From an optimization exercise on the open Yosys and OpenROAD flow, aimed at small area, a short achievable clock period and few clock cycles; shortcuts taken in it are not production practice. At most, simulation tests tie the RTL to the original design; equivalence was not proved.

run 1:
## edge_acc
module edge_acc (
  input  logic            clk,
  input  logic            reset,
  input  logic            start,    
  output logic            finish,   
  output edge_pkg::addr_t addr,
  output logic            en,
  output logic            we,
  output edge_pkg::word_t data_w,
  input  edge_pkg::word_t data_r
);
  logic clear, push, vpush;
  logic lclamp;                   
  logic rclamp;                   
  logic cols_q;                   
  logic [4:1][7:0] top, mid, bot;
  logic [9:0]        s_n [1:4];   
  logic signed [8:0] d_n [1:4];   
  logic [9:0]        s_q [1:4];   
  logic signed [8:0] d_q [1:4];
  logic [9:0]        s_r;         
  logic signed [8:0] d_r;         
  logic [9:0]        s_c;         
  logic signed [8:0] d_c;
  logic [9:0]        s_l;         
  logic signed [8:0] d_l;         
  edge_pkg::pixel_t  lane_pix [4];
  acc_control u_ctrl (
    .clk    (clk),
    .reset  (reset),
    .start  (start),
    .finish (finish),
    .addr   (addr),
    .en     (en),
    .we     (we),
    .clear  (clear),
    .push   (push),
    .vpush  (vpush)
  );
  line_buffer u_lbuf (
    .clk    (clk),
    .clear  (clear),
    .push   (push),
    .vpush  (vpush),
    .data_r (data_r),
    .lclamp (lclamp),
    .rclamp (rclamp),
    .top    (top),
    .mid    (mid),
    .bot    (bot)
  );
  always_comb begin
    for (int c = 1; c < 5; c++) begin
      s_n[c] = {2'b00, top[c]} + {1'b0, mid[c], 1'b0} + {2'b00, bot[c]};
      d_n[c] = {1'b0, top[c]} - {1'b0, bot[c]};
    end
  end
  always_ff @(posedge clk) begin
    for (int c = 1; c < 5; c++) begin
      s_q[c] <= s_n[c];
      d_q[c] <= d_n[c];
    end
    s_r    <= rclamp ? s_n[3] : s_n[4];
    d_r    <= rclamp ? d_n[3] : d_n[4];
    cols_q <= push;
  end
  always_ff @(posedge clk) begin
    if (cols_q) begin
      s_c <= s_q[4];
      d_c <= d_q[4];
      s_l <= lclamp ? s_q[4] : s_q[3];
      d_l <= lclamp ? d_q[4] : d_q[3];
    end
  end
  logic [9:0]        lane_s0 [4];
  ...
Size in the first run: about 2,100 cells after synthesis, about 570 flip-flops, ~86 I/O pins, about 27,000 µm² of cells after synthesis.
export LEC_CHECK = 0
export CAP_MARGIN = 20
export CORE_MARGIN = 2
export CORE_UTILIZATION = 45
export CTS_CLUSTER_DIAMETER = 100
export CTS_CLUSTER_SIZE = 30
export SLEW_MARGIN = 20
export BUFFER_PORTS_ARGS = -buffer_cell sky130_fd_sc_hd__buf_2
create_clock -name core_clock -period 11.0 [get_ports {clk}]
standard.sh (not shown) runs the stock make flow with config.mk's settings and CLKGATE_MAP_FILE= SYNTH_SCRIPT=/design/flow/synth_recipe.tcl, a recipe that flattens the netlist after the stock synthesis.
==> flow/flow/run.sh <==
#!/bin/bash
cp standard.sh standard_sh.copy.log
cat flow/extra.mk >> config.mk
bash standard.sh > standard.log 2>&1
==> flow/flow/extra.mk <==
export BUFFER_PORTS_ARGS = -buffer_cell sky130_fd_sc_hd__buf_2
Run 1 finished every step from synthesis to the final layout, and the layout passed the timing, DRC and antenna checks.
Testbench counts of run 1, summed over its fixed seeds: cycles 9,784.
## Diff of input files: run 2 against run 1
Settings: a change of CTS_CLUSTER_DIAMETER from 100 to 80; an added SETUP_SLACK_MARGIN of 7.8; a change of CTS_CLUSTER_SIZE from 30 to 24; a change of CORE_UTILIZATION from 45 to 55.
==> flow/flow/extra.mk <==
export BUFFER_PORTS_ARGS = -buffer_cell sky130_fd_sc_hd__buf_2
export SETUP_SLACK_MARGIN = 7.8
### Flow results
On least setup slack across all paths after layout, run 2 does better than run 1.
Instance count along the most critical hold path: run 1 vs run 2 identical
Combined flip-flop and latch cell area essentially unchanged between run 1 and run 2.
Run 2 vs run 1, final hold slack went down by 0.0036 ns.
Number of nets in the finished design in run 2 is 15 higher than in run 1
Measured against run 2, the count of clock-net buffers in the final layout of run 1 comes out at 0.929 times the reference value.
#### Input delta (run 3 over run 2)
Settings: swapping 24 for 30 in CTS_CLUSTER_SIZE; clearing SETUP_SLACK_MARGIN, which used to be 7.8; swapping 55 for 68 in CORE_UTILIZATION; swapping 80 for 100 in CTS_CLUSTER_DIAMETER.
==> flow/flow/extra.mk <==
export BUFFER_PORTS_ARGS = -buffer_cell sky130_fd_sc_hd__buf_2
Going from run 2 to run 3, distinct cell type count after synthesis about even, biggest fanout along the worst timing path decreased by 1 relative to the old numbers, proportion of cell area occupied by registers increased 1.4 points. Looking at total detailed-routing wirelength, run 3 sits 3.4% lower than run 2 does. Vertical extent of the die (run 2 / run 3): 1.11. Number of gates resized after CTS: run 2 and run 3 compared, lower one is run 3.
--- input diff run 3..run 4 ---
Settings: CTS_ARGS newly set to -sink_clustering_enable -repair_clock_nets -sink_clustering_size 30 -sink_clustering_max_diameter 100 -distance_between_buffers 500; CORE_UTILIZATION changed from 68 to 55.
==> flow/flow/extra.mk <==
export BUFFER_PORTS_ARGS = -buffer_cell sky130_fd_sc_hd__buf_2
export CTS_ARGS = -sink_clustering_enable -repair_clock_nets -sink_clustering_size 30 -sink_clustering_max_diameter 100 -distance_between_buffers 500
[summary]
Run 4 against run 3: first-pass GRT wire length dropped about 0.45%, sum of met3 wire segment lengths after detailed routing dropped about 20%, worst hold slack dropped 0.0032 ns. Compared with run 3, in run 4 proportion of cell area spent on the clock network now sits higher; total of plain and repair buffers excluding clock buffers moved down; cell area picked up an extra about 0.8%.
> inputs changed (run 4 -> run 5)
Settings: clearing CTS_ARGS, which used to be -sink_clustering_enable -repair_clock_nets -sink_clustering_size 30 -sink_clustering_max_diameter 100 -distance_between_buffers 500.
==> flow/flow/extra.mk <==
export BUFFER_PORTS_ARGS = -buffer_cell sky130_fd_sc_hd__buf_2
Between run 4 and run 5, the difference in ratio of final minimum period to clock period is negligible. Run 5 has completed all stages; timing, DRC and antenna checks passed. From run 4 to run 5 the numbers moved as follows: via count neither gained nor lost much, quantity of hold-fixing buffers added after cts neither gained nor lost much, final hold slack neither gained nor lost much, aggregate negative setup slack neither gained nor lost much. Diff run 4..run 5 | post-synthesis share of cell area spent on full adders, half adders and majority gates | negligible. From run 4 to run 5 the numbers moved as follows: multiplexer share of the synthesized area barely changed, flip-flop and latch share of the layout cell area barely changed. Re non-filler instance count after layout: no difference whatsoever between run 5 and run 4.


## JK
The RTL this note starts from:
==> flow/design.v <==
package edge_pkg;
  localparam int LINE_LENGTH    = 16;                           
  localparam int LINE_COUNT     = 6;                            
  localparam int PIX_PER_WORD   = 4;                            
  localparam int WORDS_PER_LINE = LINE_LENGTH / PIX_PER_WORD;   
  typedef logic [7:0]  pixel_t;   
  typedef logic [31:0] word_t;    
  typedef logic [15:0] addr_t;    
  localparam int SRC_BASE = 0;                                  
  localparam int DST_BASE = WORDS_PER_LINE * LINE_COUNT;        
  localparam int LAST_STEP = 49;
endpackage
`timescale 1ns/1ps
module sobel_lane (
  input  logic              clk,
  input  logic [9:0]        s0,    
  input  logic [9:0]        s2,    
  input  logic signed [8:0] d0,    
  input  logic signed [8:0] d1,    
  input  logic signed [8:0] d2,    
  output edge_pkg::pixel_t  pix
);
  logic [10:0] dx;
  logic [10:0] dy;
  logic [10:0] dx_q;
  logic [10:0] dy_q;
  logic [10:0] ndx;
  logic [10:0] ndy;
  logic [9:0]  ax;
  logic [9:0]  ay;
  logic [10:0] mag;
  assign dx = {1'b0, s2} - {1'b0, s0};
  assign dy = {{2{d0[8]}}, d0} + {{2{d2[8]}}, d2} + {d1[8], d1, 1'b0};
  always_ff @(posedge clk) begin
    dx_q <= dx;
    dy_q <= dy;
  end
  assign ndx = -dx_q;
  assign ndy = -dy_q;
  assign ax  = dx_q[10] ? ndx[9:0] : dx_q[9:0];
  assign ay  = dy_q[10] ? ndy[9:0] : dy_q[9:0];
  assign mag = {1'b0, ax} + {1'b0, ay};
  assign pix = (mag[10:8] != 3'd0) ? 8'hff : mag[7:0];
endmodule
`timescale 1ns/1ps
module line_buffer (
  input  logic                 clk,
  input  logic                 clear,    
  input  logic                 push,     
  input  logic                 vpush,    
  input  edge_pkg::word_t      data_r,
  output logic [5:0][7:0]      top,      
  output logic [5:0][7:0]      mid,
  output logic [5:0][7:0]      bot
);
  edge_pkg::word_t  q [10];
  edge_pkg::pixel_t q10;
  logic [1:0]       widx;     
  logic             row0;     
  logic             lclamp;   
  logic             rclamp;   
  always_ff @(posedge clk) begin
    if (clear) begin
      widx <= 2'd0;
      row0 <= 1'b1;
    end else if (push) begin
      widx <= widx + 2'd1;
      if (widx == 2'd3) row0 <= 1'b0;
    end
  end
  always_ff @(posedge clk) begin
    if (push) begin
      q[0] <= vpush ? q[3] : data_r;
      q[1] <= q[0];
      q[2] <= q[1];
      q[3] <= q[2];
      q[4] <= row0 ? data_r : q[3];
      q[5] <= q[4];
      q[6] <= q[5];
      q[7] <= q[6];
      q[8] <= q[7];
      q[9] <= q[8];
      q10  <= q[9][31:24];
    end
  end
  assign lclamp = (widx == 2'd2);
  assign rclamp = (widx == 2'd1);
  assign bot = {rclamp ? q[1][31:24] : q[0][7:0], q[1], lclamp ? q[1][7:0] : q[2][31:24]};
  assign mid = {rclamp ? q[5][31:24] : q[4][7:0], q[5], lclamp ? q[5][7:0] : q[6][31:24]};
  assign top = {rclamp ? q[9][31:24] : q[8][7:0], q[9], lclamp ? q[9][7:0] : q10};
endmodule
`timescale 1ns/1ps
module acc_control (
  input  logic            clk,
  input  logic            reset,
  input  logic            start,
  output logic            finish,
  output edge_pkg::addr_t addr,
  output logic            en,
  output logic            we,
  output logic            clear,    
  output logic            push,     
  output logic            vpush     
);
  typedef enum logic [1:0] {IDLE, RUN, DONE} state_t;
  state_t     state;
  logic [5:0] step;      
  logic [5:0] nxt;
  logic [5:0] addr_q;    
  logic [5:0] other;     
  function automatic logic is_read(input logic [5:0] t);
    is_read = (t >= 6'd1 && t <= 6'd10) || (t >= 6'd16 && t <= 6'd20) ||
              (t >= 6'd26 && t <= 6'd30) || (t >= 6'd36 && t <= 6'd39);
  endfunction
  function automatic logic is_write(input logic [5:0] t);
    is_write = (t >= 6'd11 && t <= 6'd15) || (t >= 6'd21 && t <= 6'd25) ||
               (t >= 6'd31 && t <= 6'd35) || (t >= 6'd41 && t <= 6'd49);
  endfunction
  function automatic logic is_vread(input logic [5:0] t);
    is_vread = (t >= 6'd40 && t <= 6'd44);
  endfunction
  function automatic logic is_swap(input logic [5:0] t);
    is_swap = (t == 6'd11) || (t == 6'd16) || (t == 6'd21) || (t == 6'd26) ||
              (t == 6'd31) || (t == 6'd36) || (t == 6'd41);
  endfunction
  assign nxt   = step + 6'd1;
  assign addr  = {10'd0, addr_q};
  assign clear = (state == IDLE);
  always_ff @(posedge clk or posedge reset) begin
    if (reset) begin
      state  <= IDLE;
      en     <= 1'b0;
      finish <= 1'b0;
    end else begin
      case (state)
        IDLE: begin
          if (start) begin
            state <= RUN;
            en    <= 1'b1;
          end
        end
        RUN: begin
          en <= is_read(nxt) || is_write(nxt);
          if (step == 6'(edge_pkg::LAST_STEP)) begin
            state  <= DONE;
            finish <= 1'b1;
            en     <= 1'b0;
          end
        end
        DONE: begin
          if (!start) begin
            state  <= IDLE;
            finish <= 1'b0;
          end
        end
        default: state <= IDLE;
      endcase
    end
  end
  always_ff @(posedge clk) begin
    push  <= (state == RUN) && (is_read(step) || is_vread(step));
    vpush <= is_vread(step);
    we    <= is_write(nxt);
    if (state != RUN) begin
      step   <= 6'd1;
      addr_q <= 6'd0;
      other  <= 6'(edge_pkg::DST_BASE);
    end else begin
      step <= nxt;
      if (is_swap(nxt)) begin
        addr_q <= other;
        other  <= addr_q + 6'd1;
      end else begin
        addr_q <= addr_q + 6'd1;
      end
    end
  end
endmodule
`timescale 1ns/1ps
module edge_acc (
  input  logic            clk,
  input  logic            reset,
  input  logic            start,    
  output logic            finish,   
  output edge_pkg::addr_t addr,
  output logic            en,
  output logic            we,
  output edge_pkg::word_t data_w,
  input  edge_pkg::word_t data_r
);
  logic clear, push, vpush;
  logic [5:0][7:0] top, mid, bot;
  logic [9:0]        s_q [6];    
  logic signed [8:0] d_q [6];    
  edge_pkg::pixel_t  lane_pix [4];
  acc_control u_ctrl (
    .clk    (clk),
    .reset  (reset),
    .start  (start),
    .finish (finish),
    .addr   (addr),
    .en     (en),
    .we     (we),
    .clear  (clear),
    .push   (push),
    .vpush  (vpush)
  );
  line_buffer u_lbuf (
    .clk    (clk),
    .clear  (clear),
    .push   (push),
    .vpush  (vpush),
    .data_r (data_r),
    .top    (top),
    .mid    (mid),
    .bot    (bot)
  );
  always_ff @(posedge clk) begin
    for (int c = 0; c < 6; c++) begin
      s_q[c] <= {2'b00, top[c]} + {1'b0, mid[c], 1'b0} + {2'b00, bot[c]};
      d_q[c] <= {1'b0, top[c]} - {1'b0, bot[c]};
    end
  end
  for (genvar j = 0; j < 4; j++) begin : g_lane
    sobel_lane u_lane (
      .clk (clk),
      .s0  (s_q[j]),
      .s2  (s_q[j + 2]),
      .d0  (d_q[j]),
      .d1  (d_q[j + 1]),
      .d2  (d_q[j + 2]),
      .pix (lane_pix[j])
    );
  end
  always_ff @(posedge clk) begin
    for (int j = 0; j < 4; j++) begin
      data_w[8*j +: 8] <= lane_pix[j];   
    end
  end
endmodule
Settings: LEC_CHECK=0, CAP_MARGIN=20, CORE_MARGIN=2, CORE_UTILIZATION=30, SLEW_MARGIN=20, BUFFER_PORTS_ARGS=-buffer_cell sky130_fd_sc_hd__buf_2; clock period 11.0 ns.
==> flow/flow/extra.mk <==
export BUFFER_PORTS_ARGS = -buffer_cell sky130_fd_sc_hd__buf_2
Scripts as last shown in full above: flow/flow/run.sh
#### Input delta (MS over JK)
- BUFFER_PORTS_ARGS: -buffer_cell sky130_fd_sc_hd__buf_2 -> unset
==> flow/run.sh (new file) <==
#!/bin/bash
# synth_recipe.tcl (not shown) runs the flow's synth.tcl, then flattens the netlist and writes it again
# the make line also repeats each setting of config.mk as NAME=value (left out here)
make -C /OpenROAD-flow-scripts/flow DESIGN_CONFIG=/design/flow/config.mk WORK_HOME=/design/flow/orfs CLKGATE_MAP_FILE= SYNTH_SCRIPT=/design/flow/synth_recipe.tcl finish
removed: flow/flow/run.sh
removed: flow/flow/extra.mk
removed: flow/standard.sh
## What came out
Layout-stage area growth over the synthesis result, JK and MS, higher one = MS.
When MS is set beside JK, its relative slew slack turns out to be 2.6 points smaller.
Global-route wire length before repair: MS > JK
Going from JK to MS, half-perimeter wire length after placement level, sequential share of layout area moved down, overall routing resource usage level, logic depth of the worst register-to-register path moved down, initial antenna violation count moved down.
Input changes introduced in AL (baseline for comparison: MS):
- a change of CORE_UTILIZATION from 30 to 45
- an added CTS_BUF_LIST of sky130_fd_sc_hd__clkbuf_4 sky130_fd_sc_hd__clkbuf_8
Notes after the runs:
Delta (AL minus MS): aggregate global-route resource usage now larger; area fraction in compound gates after synthesis comparable. Against MS, sum of net half-perimeters after detailed placement in AL fell slightly. AL: count of clock-buffer cells in the layout about 60% above MS. Compared with MS, in AL count of distinct cell types in the synthesized netlist flat, total vias in the final route went up.
Function was not checked in any run of this note: the RTL went through the layout flow alone.

static timing again, ports no longer ideal:
How much do the figures lean on ideal ports? The routed layouts below were timed once more, with nothing changed but the port constraints. Step 1 sets driving cells, clkbuf_16 on the clock port and buf_2 on the other inputs (assumed; they add their load-dependent delay and slew). Step 2 adds t to the input delays and takes it off the output delays; t is the mean of the earliest and latest rising clock arrival at the registers after step 1. Input paths then give back, and output paths get back, about the clock's delay inside the block. Three values: ideal, step 1, step 2; two values: the first two.
run	t (ns)	setup slack, ns	worst register clock-pin slew, ns	cell pins on the clock port's net
run 1	0.651	7.618 / 7.575 / 7.618	0.12 / 0.12	1
run 2	0.617	7.702 / 7.642 / 7.960	0.09 / 0.09	1
run 3	0.627	7.676 / 7.618 / 7.690	0.12 / 0.12	1
run 4	0.647	7.693 / 7.633 / 7.791	0.11 / 0.11	1
run 5	0.647	7.693 / 7.633 / 7.791	0.11 / 0.11	1
JK	0.662	7.579 / 7.517 / 7.682	0.06 / 0.06	1
MS	0.669	7.196 / 7.132 / 7.654	0.07 / 0.07	1
AL	0.745	7.129 / 7.069 / 7.613	0.07 / 0.07	1
After both steps every run listed still meets setup and hold.
